What follows belongs to an exercise in optimizing a design on an open flow for small area; a production flow would make more cautious choices. Where RTL was checked, it was by simulation tests only, not by an equivalence proof against the original. Power is estimated from default activity; no workload was simulated.

## job 9303
Design rv_decode_stage, start of the top module:
module rv_decode_stage (
    input  logic         clk,
    input  logic         rst,
    input  logic [31:0]  inst,
    input  logic [31:0]  inst_pc,
    input  logic         inst_valid,
    output logic         inst_ready,
    output logic         alu_valid,
    input  logic         alu_ready,
    output logic [144:0] alu_pkt,    
    input  logic         jmp_done,
    input  logic [37:0]  wb          
);
Size: about 3100 cells after synthesis, ~1100 flip-flops, about 250 I/O pins, about 46000 um^2 of cells after synthesis.
clock: 5.5 ns
lec_check: 0
cap_margin: 20
core_margin: 2
core_utilization: 50
place_density: 0.7
setup_slack_margin: 0.2
slew_margin: 20
synth_hierarchical: 1
standard.sh (not shown) runs the stock make flow with config.mk's settings and CLKGATE_MAP_FILE= SYNTH_SCRIPT=/design/flow/synth_recipe.tcl, a recipe that flattens the netlist after the stock synthesis.
==> flow/flow/run.sh <==
#!/bin/bash
# Standard layout with two changes: plain buf_1 cells as the port buffers
# (instead of the delay buffer buffer_ports picks by default), and a clock
# tree of larger sink clusters, without dummy loads.
set -euo pipefail
export BUFFER_PORTS_ARGS="-buffer_cell sky130_fd_sc_hd__buf_1"
export CTS_ARGS="-sink_clustering_enable -repair_clock_nets -dont_use_dummy_load -buf_list {sky130_fd_sc_hd__clkbuf_8} -sink_clustering_size 14 -sink_clustering_max_diameter 50"
bash standard.sh finish > standard_flow.log 2>&1
## Diff of input files: job 348 against job 9303
Settings: clearing PLACE_DENSITY, which used to be 0.7; swapping 50 for 40 in CORE_UTILIZATION.
Every run in the comparison, job 9303 and job 348, completed the flow with a clean layout. Relative to job 9303, cell area has gone up in job 348. Job 348: number of inserted filler cells in the final layout higher than job 9303. Job 9303 → job 348: clock transition at the registers of the reported paths went up; final cell count went up; detailed-routed wire length on met3 went down; die area went up.
Input-level comparison between job 4947 and job 348:
Settings: PLACE_DENSITY now 0.7, previously not set; CORE_UTILIZATION now 50, was 40; SETUP_SLACK_MARGIN now 0.1, was 0.2.
diff --git a/flow/flow/run.sh b/flow/flow/run.sh
--- a/flow/flow/run.sh
+++ b/flow/flow/run.sh
@@ -7 +7 @@
-export CTS_ARGS="-sink_clustering_enable -repair_clock_nets -dont_use_dummy_load -buf_list {sky130_fd_sc_hd__clkbuf_8} -sink_clustering_size 14 -sink_clustering_max_diameter 50"
+export CTS_ARGS="-sink_clustering_enable -repair_clock_nets -dont_use_dummy_load -buf_list {sky130_fd_sc_hd__clkbuf_8} -sink_clustering_size 16 -sink_clustering_max_diameter 50"
==> comparison <==
- Slowest cell on the critical path = sky130_fd_sc_hd__nor2_1: job 4947; slowest cell on the critical path = sky130_fd_sc_hd__a222oi_1: job 348
- The relative contribution of the clock network to total power number comes out lower for job 4947 vs job 348.
- Share of total power in combinational logic essentially unchanged between job 4947 and job 348.
- Between job 4947 and job 348, buffer count excluding the clock tree in the final layout is higher for job 348, job 4947 comes in under that.
- Diff job 348 -> job 4947 | largest voltage drop on the vdd net | increase of 8.1%
- Compared with job 348, job 4947 shows a global-route wire length before repair that is 4.1% lower.
- Compared job 4947 vs job 348, and leakage power is down in job 4947.
- Job 4947 vs job 348: routed via count up slightly
- Overall routed net length: job 4947 < job 348
Input changes introduced in job 5248 (baseline for comparison: job 4947):
Settings: a change of CORE_UTILIZATION from 50 to 40; a deleted PLACE_DENSITY that had been 0.7.
--- outcome ---
Job 5248 has power per standard cell area below what job 4947 had.
From job 4947 to job 5248 the numbers moved as follows: count of inserted antenna diode cells fell by 5; non-clock buffer count higher; row count went up by 13; clock power share increased 0.3 points.
Final design area excluding fillers, job 5248 vs job 4947: up slightly
Wire: job 5248 routes more than job 4947
Summary: shortest clock period the worst path allows after layout, job 5248 better than job 4947
Fraction of layout instances using a drive strength above 1: job 5248 vs job 4947 up 0.58 points
Job 5248 ended up with alu_pkt[104] as its end point of the critical path; job 4947 ended up with alu_pkt[100].


== the reference run ==
rv_decode_stage, a different RTL version from the one above (not shown whole).
Size in the first run: ~3100 cells after synthesis, about 250 I/O pins, about 46000 um2 of cells after synthesis.
Settings: LEC_CHECK=0, CAP_MARGIN=20, CORE_MARGIN=2, CORE_UTILIZATION=45, CTS_BUF_LIST=sky130_fd_sc_hd__clkbuf_4 sky130_fd_sc_hd__clkbuf_8, SLEW_MARGIN=20, SYNTH_HIERARCHICAL=1; clock period 5.5 ns.
==> flow/flow/run.sh <==
#!/bin/bash
# Standard layout, with plain buf_1 cells as the port buffers instead of the
# delay buffer buffer_ports picks by default.
set -euo pipefail
export BUFFER_PORTS_ARGS="-buffer_cell sky130_fd_sc_hd__buf_1"
bash standard.sh finish > standard_flow.log 2>&1
Layout checks on the reference run: not met. Flow itself completed; violations: negative setup slack.
Input-level comparison between the trial run and the reference run:
- a change of CORE_UTILIZATION from 45 to 30
- a deleted CTS_BUF_LIST that had been sky130_fd_sc_hd__clkbuf_4 sky130_fd_sc_hd__clkbuf_8
==> flow/run.sh (new file) <==
#!/bin/bash
# synth_recipe.tcl (not shown) runs the flow's synth.tcl, then flattens the netlist and writes it again
# the make line also repeats each setting of config.mk as NAME=value (left out here)
make -C /OpenROAD-flow-scripts/flow DESIGN_CONFIG=/design/flow/config.mk WORK_HOME=/design/flow/orfs CLKGATE_MAP_FILE= SYNTH_SCRIPT=/design/flow/synth_recipe.tcl finish
removed: flow/flow/run.sh
removed: flow/standard.sh
Notes after the runs:
- Of the two values seen for worst setup path endpoint, alu_pkt[52] was produced by the reference run and alu_pkt[51] by the trial run.
- The trial run ends up with lower routed wire length than the reference run does.
- Per the comparison of the trial run with the reference run, first-pass GRT wire length lost about 1%, power now sits higher.
- Against the reference run as the reference, the trial run delivers a higher buffering stage count on the worst path with inverters included.
- For the reference run, the library cell contributing the largest single delay on the critical path was or3_1, unlike the trial run, where it was or3_4.
- The reference run -> the trial run: sequential fraction of the synthesis area delta 0, exact match
- The trial run ends up with a post-cts repair resize count that is 165 higher than in the reference run.
- Ran to the end and failed final checks on negative setup slack: the trial run.
- As of the trial run, die area had risen by more than a quarter compared to the reference run.
- The trial run vs. the reference run: maximum cell stage delay along the critical path fell 0.03 ns, worst hold slack after final layout rose 0.010 ns, effective utilization at floorplan fell 15 points.
No functional check of the RTL was part of any run of this note.

==> static timing again, ports no longer ideal <==
No port has a modelled driver above. Below, the same layouts with a new extraction and two added sets of constraints.
Step 1, drivers: a clkbuf_16 drives clk and a buf_2 each remaining input, both assumed.
Step 2, shift: input delay + t, output delay - t, t = (earliest + latest rising clock arrival at the registers) / 2. This alone moves slack from input paths to output paths.
Slacks: ideal / step 1 / step 2; pairs: ideal / step 1.
run	t (ns)	setup slack, ns	worst hold slack (ns)	worst setup path after step 2
job 9303	0.781	0.152 / 0.124 / 0.124	0.525 / 0.525 / 0.525	input to output
job 348	0.848	0.261 / 0.234 / 0.234	0.530 / 0.530 / 0.530	input to output
job 4947	0.788	0.133 / 0.108 / 0.108	0.527 / 0.527 / 0.527	input to output
job 5248	0.857	0.178 / 0.152 / 0.152	0.533 / 0.533 / 0.533	input to output
the reference run	0.930	-0.058 / -0.086 / -0.086	0.476 / 0.476 / 0.476	input to output
the trial run	0.772	-0.036 / -0.075 / -0.075	0.487 / 0.487 / 0.487	input to output
The setup slack of the trial run, which loses most, moves by -0.039 ns with the drivers and by -0.039 ns with both steps.
